Source: an optimization exercise on an open RTL-to-GDS flow (aim: small area and few clock cycles per item). Production flows keep margins and buffers that such runs may drop. Function was checked by simulation only, so behaviour that the tests miss may differ from the original. No activity file was given, so power comes from the tool's default toggle rates.

== Q ==
## gray_vertical_census_bank
module gray_vertical_census_bank #(
  parameter int LANES       = 16,
  parameter int PIX_W       = 8,
  parameter int RADIUS      = 8,
  parameter int FRAME_LINES = 480,
  parameter int INFO_W      = 8
) (
  input  logic                     clk,
  input  logic                     reset,
  input  logic [LANES*PIX_W-1:0]   in_pixels,
  input  logic [INFO_W-1:0]        in_info,
  input  logic                     in_valid,
  output logic                     in_ready,
  input  logic                     cfg_mode,
  input  logic [PIX_W-1:0]         cfg_threshold,
  output logic [2*LANES-1:0]       out_bits,
  output logic [INFO_W-1:0]        out_info,
  output logic                     out_border,
  output logic                     out_last,
  output logic                     out_valid,
  input  logic                     out_ready
);
  localparam int N = 2 * RADIUS + 1;       
  logic        en, accept;
  logic [8:0]  k, k_next;                  
  logic        k_first, k_border, k_last;  
  logic        mode_l;
  ...
For scale: roughly 5600 cells after synthesis, roughly 190 I/O pins, about 100000 µm² of cells after synthesis.
==> flow/config.mk <==
export PLATFORM = sky130hd
export DESIGN_NAME = gray_vertical_census_bank
export DESIGN_NICKNAME = gray_vertical_census_bank
export VERILOG_FILES = /design/flow/design.v
export SDC_FILE = /design/flow/constraint.sdc
export NUM_CORES = 4
export LEC_CHECK = 0
export CAP_MARGIN = 5
export CORE_MARGIN = 2
export CORE_UTILIZATION = 70
export CTS_BUF_LIST = sky130_fd_sc_hd__clkbuf_16
export CTS_CLUSTER_DIAMETER = 65
export CTS_CLUSTER_SIZE = 33
export SLEW_MARGIN = 5
==> flow/constraint.sdc <==
create_clock -name core_clock -period 6.0 [get_ports {clk}]
set_input_delay 1.2000 -clock core_clock [delete_from_list [all_inputs] [get_ports {clk}]]
set_output_delay 1.2000 -clock core_clock [all_outputs]
set_load 0.01 [all_outputs]
standard.sh (not shown) runs the stock make flow with config.mk's settings and CLKGATE_MAP_FILE= SYNTH_SCRIPT=/design/flow/synth_recipe.tcl, a recipe that flattens the netlist after the stock synthesis.
==> flow/flow/run.sh <==
#!/bin/bash
# The standard layout, with two changes:
#  - the port buffers are the smallest buffer (buf_1) instead of the default pick;
#  - clock tree synthesis inserts no dummy loads.
# Everything else (synthesis, floorplan, power grid, placement, routing) is
# the standard flow; its output goes to standard.log in this folder.
set -e
export BUFFER_PORTS_ARGS="-buffer_cell sky130_fd_sc_hd__buf_1"
export CTS_ARGS="-sink_clustering_enable -repair_clock_nets -sink_clustering_size 33 -sink_clustering_max_diameter 65 -buf_list sky130_fd_sc_hd__clkbuf_16 -dont_use_dummy_load"
bash standard.sh > standard.log 2>&1
Testbench counts of Q, summed over its fixed seeds: cycles 11,536, items 11,520.
Here is what was changed in the inputs of T compared with Q.
Settings: CAP_MARGIN changed from 5 to 20; CTS_CLUSTER_DIAMETER changed from 65 to 70; SLEW_MARGIN changed from 5 to 20; CTS_CLUSTER_SIZE changed from 33 to 36.
diff --git a/flow/flow/run.sh b/flow/flow/run.sh
--- a/flow/flow/run.sh
+++ b/flow/flow/run.sh
@@ -8,3 +8,3 @@
 export BUFFER_PORTS_ARGS="-buffer_cell sky130_fd_sc_hd__buf_1"
-export CTS_ARGS="-sink_clustering_enable -repair_clock_nets -sink_clustering_size 33 -sink_clustering_max_diameter 65 -buf_list sky130_fd_sc_hd__clkbuf_16 -dont_use_dummy_load"
+export CTS_ARGS="-sink_clustering_enable -repair_clock_nets -sink_clustering_size 36 -sink_clustering_max_diameter 70 -buf_list sky130_fd_sc_hd__clkbuf_16 -dont_use_dummy_load"
 bash standard.sh > standard.log 2>&1
Results
- Compared with Q, T shows a higher sequential share of cell area.
- Count of filler cells inserted in the layout across T and Q: no real change.
- On global-route wire length before repair, Q tracks T almost exactly.
- The higher growth of design area from synthesis to finish came out of Q.
- Diff Q..T | area enclosed by the die boundary | unchanged
- T vs Q — worst-case hold slack dropped 0.0099 ns.
- Between Q and T, the via count does not differ in any meaningful way.

== 08-18 ==
Another version of the RTL of gray_vertical_census_bank (not shown whole).
For scale: roughly 6300 cells after synthesis, roughly 2500 flip-flops, about 190 I/O pins.
export LEC_CHECK = 0
export CAP_MARGIN = 20
export CORE_MARGIN = 2
export CORE_UTILIZATION = 40
export SLEW_MARGIN = 20
create_clock -name core_clock -period 6.0 [get_ports {clk}]
run.sh (not shown) runs the stock make flow with config.mk's settings and CLKGATE_MAP_FILE= SYNTH_SCRIPT=/design/flow/synth_recipe.tcl, a recipe that flattens the netlist after the stock synthesis.
Stock flow here: none of the scripts above is used.
Testbench counts of 08-18, summed over its fixed seeds: cycles 11,536, items 11,520.
What 03-22 does differently from 08-18 at the input level:
# 08-18
export LEC_CHECK = 0
export CAP_MARGIN = 20
export CORE_MARGIN = 2
export CORE_UTILIZATION = 40
export SLEW_MARGIN = 20
create_clock -name core_clock -period 6.0 [get_ports {clk}]
# 03-22
export LEC_CHECK = 0
export CAP_MARGIN = 20
export CORE_MARGIN = 2
export CORE_UTILIZATION = 60
export CTS_BUF_LIST = sky130_fd_sc_hd__clkbuf_16
export CTS_CLUSTER_DIAMETER = 60
export CTS_CLUSTER_SIZE = 30
export SLEW_MARGIN = 20
create_clock -name core_clock -period 6.0 [get_ports {clk}]
- Leakage power of the design down 1.7 nW in 03-22 wrt 08-18
- Looking at minimum period implied by the final worst setup slack, 03-22 sits 0.047 ns higher than 08-18 does.
- First-pass GRT wire length on 03-22 is down relative to 08-18.
- Delta (03-22 minus 08-18): actual transition at the worst max-transition pin shrank by 0.024 ns; first-pass iteration count of the detailed router grew by 2; worst hold slack grew by 0.011 ns; end-of-flow core utilization grew by 20 points.
- Half-perimeter wire length after detailed placement (higher): 08-18
- Number of cells on the critical path: 03-22 vs 08-18 down 1
- Relative to 08-18, cell count has gone down in 03-22.
- Compared with 08-18, 03-22 shows a higher global-route track usage on met2.

## port drivers added, routing unchanged
How much do the figures lean on ideal ports? The routed layouts below were timed once more, with nothing changed but the port constraints.
Step 1 sets driving cells, clkbuf_16 on the clock port and buf_2 on the other inputs (assumed; they add their load-dependent delay and slew).
Step 2 also shifts input and output timing later by t, the mid clock arrival at the registers, as if the neighbouring blocks saw the same clock.
a / b / c = ideal / step 1 / step 2; a / b = the first two.
run	t, ns	slack for setup (ns)	worst setup path after step 2	slew at the worst register clock pin (ns)
Q	0.837	0.190 / 0.190 / 0.190	register to register	0.11 / 0.11
T	0.824	0.203 / 0.203 / 0.203	register to register	0.12 / 0.12
08-18	0.929	0.243 / 0.243 / 0.243	register to register	0.07 / 0.07
03-22	0.905	0.196 / 0.196 / 0.196	register to register	0.10 / 0.10
After both steps every run listed still meets setup and hold.
